Context: an optimization exercise on an open-source flow, tuned for small area, a short achievable clock period and few clock cycles. The choices shown serve that exercise and are no tape-out recipe. RTL that was checked went through simulation tests only; none was proved equivalent to the original. No activity file was given, so power comes from the tool's default toggle rates.

Setup of lane 1:
Design adc_scan_block_averager_core, start of the top module:
module adc_scan_block_averager_core #(
  parameter int MAX_SLOTS = 8,
  parameter int CODE_BITS = 12
) (
  input  logic        clk,
  input  logic        rst_n,
  input  logic        in_valid,
  output logic        in_ready,
  input  logic [1:0]  in_opcode,
  input  logic [11:0] in_adc_code,
  output logic        out_valid,
  input  logic        out_ready,
  output logic [1:0]  out_kind,
  output logic [2:0]  out_slot,
  output logic [2:0]  out_chan,
  output logic [11:0] out_avg_code,
  output logic [27:0] out_microvolts,
  output logic        out_last,
  input  logic        cfg_we,
  input  logic [2:0]  cfg_index,
  input  logic [23:0] cfg_wdata
);
==> flow/config.mk <==
export PLATFORM = sky130hd
export DESIGN_NAME = adc_scan_block_averager_core
export DESIGN_NICKNAME = adc_scan_block_averager_core
export VERILOG_FILES = /design/flow/design.v
export SDC_FILE = /design/flow/constraint.sdc
export NUM_CORES = 4
export LEC_CHECK = 0
export CAP_MARGIN = 20
export CORE_MARGIN = 2
export CORE_UTILIZATION = 50
export SETUP_SLACK_MARGIN = 2.0
export SLEW_MARGIN = 20
==> flow/constraint.sdc <==
create_clock -name core_clock -period 7.0 [get_ports {clk}]
set_input_delay 1.4000 -clock core_clock [delete_from_list [all_inputs] [get_ports {clk}]]
set_output_delay 1.4000 -clock core_clock [all_outputs]
set_load 0.01 [all_outputs]
run.sh (not shown) runs the stock make flow with config.mk's settings and CLKGATE_MAP_FILE= SYNTH_SCRIPT=/design/flow/synth_recipe.tcl, a recipe that flattens the netlist after the stock synthesis.
Testbench counts of lane 1, summed over its fixed seeds: cycles 9,084.
### lane 1 -> lane 2
# lane 1
export LEC_CHECK = 0
export CAP_MARGIN = 20
export CORE_MARGIN = 2
export CORE_UTILIZATION = 50
export SETUP_SLACK_MARGIN = 2.0
export SLEW_MARGIN = 20
create_clock -name core_clock -period 7.0 [get_ports {clk}]
# lane 2
export LEC_CHECK = 0
export CAP_MARGIN = 20
export CORE_MARGIN = 2
export CORE_UTILIZATION = 50
export SETUP_SLACK_MARGIN = 2.8
export SLEW_MARGIN = 20
create_clock -name core_clock -period 7.0 [get_ports {clk}]
### Flow results
Having completed the whole flow, lane 2 delivered a layout that passed the timing, DRC and antenna checks.
Summary — worst-case setup slack after placement, lane 2 relative to lane 1: lower, by 35 ps.
The final reports for lane 2 and lane 1 show cell area higher in the former.
Going from lane 1 to lane 2, the post-route core utilization was found to have gone up by 3.1 points.
On maximum clock frequency: lane 2 sits above lane 1.

---

== the previous run ==
Another version of the RTL of adc_scan_block_averager_core (not shown whole).
For scale: roughly 4000 cells after synthesis, about 97 I/O pins, roughly 0.044 mm2 of cells after synthesis.
export LEC_CHECK = 0
export CAP_MARGIN = 20
export CORE_MARGIN = 2
export CORE_UTILIZATION = 50
export CTS_CLUSTER_DIAMETER = 80
export CTS_CLUSTER_SIZE = 24
export SETUP_SLACK_MARGIN = 2.4
export SLEW_MARGIN = 20
create_clock -name core_clock -period 7.0 [get_ports {clk}]
Modified inputs, the current run compared to the previous run
- changing SETUP_SLACK_MARGIN from 2.4 to 2.0
Results
The higher worst hold slack came out of the current run.
Summary of the current run over the previous run: combinational share of power comparable; worst-case setup margin in the final layout dropped 0.047 ns; final standard cell utilization of the core dropped 2.6 points; number of clock buffer instances in the layout fell about 3.7%.
Function was not checked in any run of this note: the RTL went through the layout flow alone.

---

Setup of cedar:
adc_scan_block_averager_core, a different RTL version from the one above (not shown whole).
Size: about 4,700 cells after synthesis, about 97 I/O pins, roughly 45,000 um2 of cells after synthesis.
clock: 7.0 ns
lec_check: 0
abc_area: 1
cap_margin: 20
core_margin: 2
core_utilization: 50
cts_cluster_diameter: 80
cts_cluster_size: 24
setup_slack_margin: 2.4
slew_margin: 20
cedar reached the end of the flow, and the finished layout is clean on the timing, DRC and antenna checks.
Testbench counts of cedar, summed over its fixed seeds: cycles 9,084.
> inputs changed (cedar -> yarrow)
Settings: swapping 2.4 for 2.0 in SETUP_SLACK_MARGIN; swapping 24 for 28 in CTS_CLUSTER_SIZE; clearing ABC_AREA, which used to be 1.
==> comparison <==
The non-clock buffer count number comes out higher for cedar vs yarrow. Post-route minimum period in yarrow is 0.094 ns higher than in cedar. yarrow reports its start point of the critical path as in_valid while cedar reports posoh_r[6]$_SDFFE_PN0P_. yarrow vs. cedar: sum of net half-perimeters after detailed placement down 13 mm, count of placed standard cells in the final layout, fillers left out shrank by 825, largest net degree at the start of global routing down 21%. Delay contributed by the slowest stage of the critical path, cedar and yarrow: lower on cedar. yarrow -> cedar: adder-cell share of the synthesized area flat. yarrow completed end to end with timing, DRC and antenna clean. Est. power | yarrow vs cedar | yarrow lower.
## Diff of input files: amber against yarrow
Settings: CTS_CLUSTER_SIZE changed from 28 to 24; TNS_END_PERCENT newly set to 10.
## What came out
Looking at amber and yarrow, the multi-input gate share of total cell area is a wash.
Total power, amber vs yarrow: up slightly
Against yarrow, amber comes in 1 higher on count of antenna diodes in the layout.
Input-level comparison between zinc and amber:
Settings: CTS_CLUSTER_DIAMETER no longer set, was 80; CTS_CLUSTER_SIZE now 20, was 24; CTS_BUF_LIST now sky130_fd_sc_hd__clkbuf_8, previously not set; TNS_END_PERCENT no longer set, was 10.
- zinc: flow completed, timing, DRC and antenna clean
- Reported for zinc and amber, area after synthesis turned out identical to the last digit.
- met2 wirelength from detailed routing across zinc and amber: no real change.
- Side by side, count of clock-buffer cells in the layout turned out higher in zinc than in amber.

---

adc_scan_block_averager_core again, from the RTL that the note above started with.
Settings: LEC_CHECK=0, CAP_MARGIN=20, CORE_MARGIN=2, CORE_UTILIZATION=50, CTS_CLUSTER_DIAMETER=80, CTS_CLUSTER_SIZE=24, SETUP_SLACK_MARGIN=1.8, SLEW_MARGIN=20; clock period 7.0 ns.
The starting point produced a clean layout.
Testbench counts at the start, summed over its fixed seeds: cycles 9,084.
Rerun with:
Settings changed: CTS_CLUSTER_DIAMETER 80 to not set, CTS_CLUSTER_SIZE 24 to not set, SETUP_SLACK_MARGIN 1.8 to 2.5.
After rerunning: Power went up by 18%. Die area is unchanged. Critical path depth climbs by 12. Cell count grows by 4.9%. Setup slack gains 0.32 ns. Routed wire length went up by 4.2%.

---

Starting RTL as in the previous note.
Settings: LEC_CHECK=0, CAP_MARGIN=10, CORE_MARGIN=2, CORE_UTILIZATION=50, CTS_CLUSTER_DIAMETER=80, CTS_CLUSTER_SIZE=24, SETUP_SLACK_MARGIN=2.0, SLEW_MARGIN=10; clock period 7.0 ns.
The first run completed with no timing, DRC or antenna violations.
Testbench counts at the start, summed over its fixed seeds: cycles 9,084.
Then changed:
Settings changed: CAP_MARGIN 10 to 20, CORE_UTILIZATION 50 to 45, SLEW_MARGIN 10 to 20.
Result: The changed run finished clean; setup slack got worse by 17 ps; total power increases by about 4.6%; wire length goes up by 1.2%; via count climbs by 1.1%; final area increases by about 0.8%; utilization came out lower by 5.3 points; global-route usage fell by 2.6 points; combinational power came out higher by about 2%.
Then changed:
Settings changed: CORE_UTILIZATION 45 to 50, CTS_CLUSTER_SIZE 24 to 30.
Total power went down by a few percent.
Sequential share of layout area went up by 0.25 points.
Synthesized area is unchanged.
Clock-buffer cell count came out lower by 7.
Clock skew hardly moves.
Utilization climbs by 5.4 points.
Global-route usage went up by 2.5 points.
Register-to-register slack hardly moves.
Via count is lower slightly.
Fmax stays flat.
First-iteration DRC count went down by a few percent.
Then changed:
Settings changed: CTS_CLUSTER_DIAMETER 80 to default, CTS_CLUSTER_SIZE 30 to default.
The new run finished with timing, DRC and antenna clean; clock skew goes down by 13 ps; design area goes up by a few percent; total power goes up by about a fifth; combinational power stays flat; worst setup slack is better by 4.4 ps; sequential share of layout area goes down by 1.2 points; routed wire length goes up slightly; maximum frequency barely changes; non-clock buffer count goes up by 1.
Then changed:
Settings changed: CTS_CLUSTER_DIAMETER from default to 80, CTS_CLUSTER_SIZE from default to 24, PLACE_DENSITY from default to 0.7.
Effect:
- utilization went down by 1.6 points
- power goes down by about a fifth
- worst hold slack loses 4.3 ps
- combinational power hardly moves
- global-route usage falls by 1.3 points
- routed wire length is lower by a few percent

---

adc_scan_block_averager_core, a different RTL version from the one above (not shown whole).
Size: ~4,200 cells after synthesis, roughly 750 flip-flops, about 97 I/O pins.
make LEC_CHECK=0 CAP_MARGIN=20 CORE_MARGIN=2 CORE_UTILIZATION=50 SETUP_SLACK_MARGIN=2.2 SLEW_MARGIN=20 finish   # period 7.0 ns
Then changed:
Settings changed: SETUP_SLACK_MARGIN 2.2 to 2.8.
Outcome: The changed run finished with timing, DRC and antenna clean; sequential cell count stays the same; worst setup slack loses 0.13 ns; clock power went down by about 2%; design area went up by 3.5%; area after synthesis stays the same; power barely changes; register-to-register slack loses 0.13 ns.
No run of this note included a check of the RTL's function; only the layout flow was run.

---

adc_scan_block_averager_core with an RTL version that a note above also has.
For scale: ~3900 cells after synthesis, roughly 790 flip-flops, about 45000 µm² of cells after synthesis.
==> flow/design.v (excerpt) <==
module adc_scan_block_averager_core #(
  parameter int MAX_SLOTS = 8,
  parameter int CODE_BITS = 12
) (
  input  logic        clk,
  input  logic        rst_n,
  input  logic        in_valid,
  output logic        in_ready,
  input  logic [1:0]  in_opcode,
  input  logic [11:0] in_adc_code,
  output logic        out_valid,
  input  logic        out_ready,
  output logic [1:0]  out_kind,
  output logic [2:0]  out_slot,
  output logic [2:0]  out_chan,
  output logic [11:0] out_avg_code,
  output logic [27:0] out_microvolts,
  output logic        out_last,
  input  logic        cfg_we,
  input  logic [2:0]  cfg_index,
  input  logic [23:0] cfg_wdata
);
export LEC_CHECK = 0
export CAP_MARGIN = 20
export CORE_MARGIN = 2
export CORE_UTILIZATION = 50
export CTS_CLUSTER_DIAMETER = 80
export CTS_CLUSTER_SIZE = 24
export SETUP_SLACK_MARGIN = 2.2
export SLEW_MARGIN = 20
create_clock -name core_clock -period 7.0 [get_ports {clk}]
Testbench counts at the start, summed over its fixed seeds: cycles 9,084.
Then changed:
Settings changed: ABC_AREA from default to 1, SETUP_SLACK_MARGIN 2.2 to 2.0.
Outcome:
- worst hold slack hardly moves
- global-route usage climbs by 2.9 points
- worst setup slack is worse by 150 ps

static timing again, ports no longer ideal:
The results above use ideal ports. As a check the final layouts listed here were re-extracted and re-timed, cells and wires unchanged.
Step 1 (the two cells are an assumption about what drives the block):
set clk [get_ports {clk}]
set_driving_cell -lib_cell sky130_fd_sc_hd__clkbuf_16 $clk
set_driving_cell -lib_cell sky130_fd_sc_hd__buf_2 [delete_from_list [all_inputs] $clk]
Step 2 also shifts input and output timing later by t, the mid clock arrival at the registers, as if the neighbouring blocks saw the same clock.
a / b / c = ideal / step 1 / step 2; a / b = the first two.
run | t, ns | setup WS [ns] | worst setup path at the end | slew at the worst register clock pin (ns)
lane 1 | 0.716 | 1.742 / 1.742 / 1.742 | register to register | 0.06 / 0.06
lane 2 | 0.728 | 1.788 / 1.788 / 1.788 | register to register | 0.07 / 0.07
the previous run | 0.683 | 2.008 / 1.938 / 1.636 | input to register | 0.10 / 0.10
the current run | 0.677 | 1.961 / 1.890 / 1.806 | input to register | 0.10 / 0.10
cedar | 0.714 | 2.205 / 2.133 / 2.032 | input to register | 0.10 / 0.10
yarrow | 0.691 | 2.111 / 2.067 / 1.550 | input to register | 0.11 / 0.11
amber | 0.691 | 1.810 / 1.736 / 1.442 | input to register | 0.10 / 0.10
zinc | 0.879 | 2.065 / 1.995 / 1.532 | input to register | 0.08 / 0.08
the first run of note 4 | 0.684 | 1.906 / 1.900 / 1.487 | input to register | 0.10 / 0.10
the second run of note 4 | 0.731 | 2.226 / 2.226 / 1.975 | input to register | 0.06 / 0.06
the first run of note 5 | 0.684 | 2.115 / 2.051 / 1.554 | input to register | 0.10 / 0.10
the second run of note 5 | 0.738 | 2.098 / 1.977 / 1.539 | input to register | 0.10 / 0.10
the third run of note 5 | 0.692 | 2.095 / 2.070 / 1.555 | input to register | 0.12 / 0.12
the fourth run of note 5 | 0.718 | 2.100 / 2.057 / 1.520 | input to register | 0.06 / 0.06
the fifth run of note 5 | 0.697 | 2.128 / 2.065 / 1.571 | input to register | 0.11 / 0.11
the first run of note 6 | 0.736 | 1.785 / 1.720 / 1.801 | register to register | 0.07 / 0.07
the second run of note 6 | 0.722 | 1.653 / 1.586 / 1.666 | register to register | 0.07 / 0.07
the first run of note 7 | 0.691 | 2.162 / 2.162 / 1.686 | input to register | 0.11 / 0.11
the second run of note 7 | 0.722 | 2.010 / 1.979 / 1.794 | input to register | 0.10 / 0.10
After both steps every run listed still meets setup and hold. For the fourth run of note 5, which loses most, drivers alone change the setup slack by -0.043 ns; drivers and shift together by -0.580 ns.
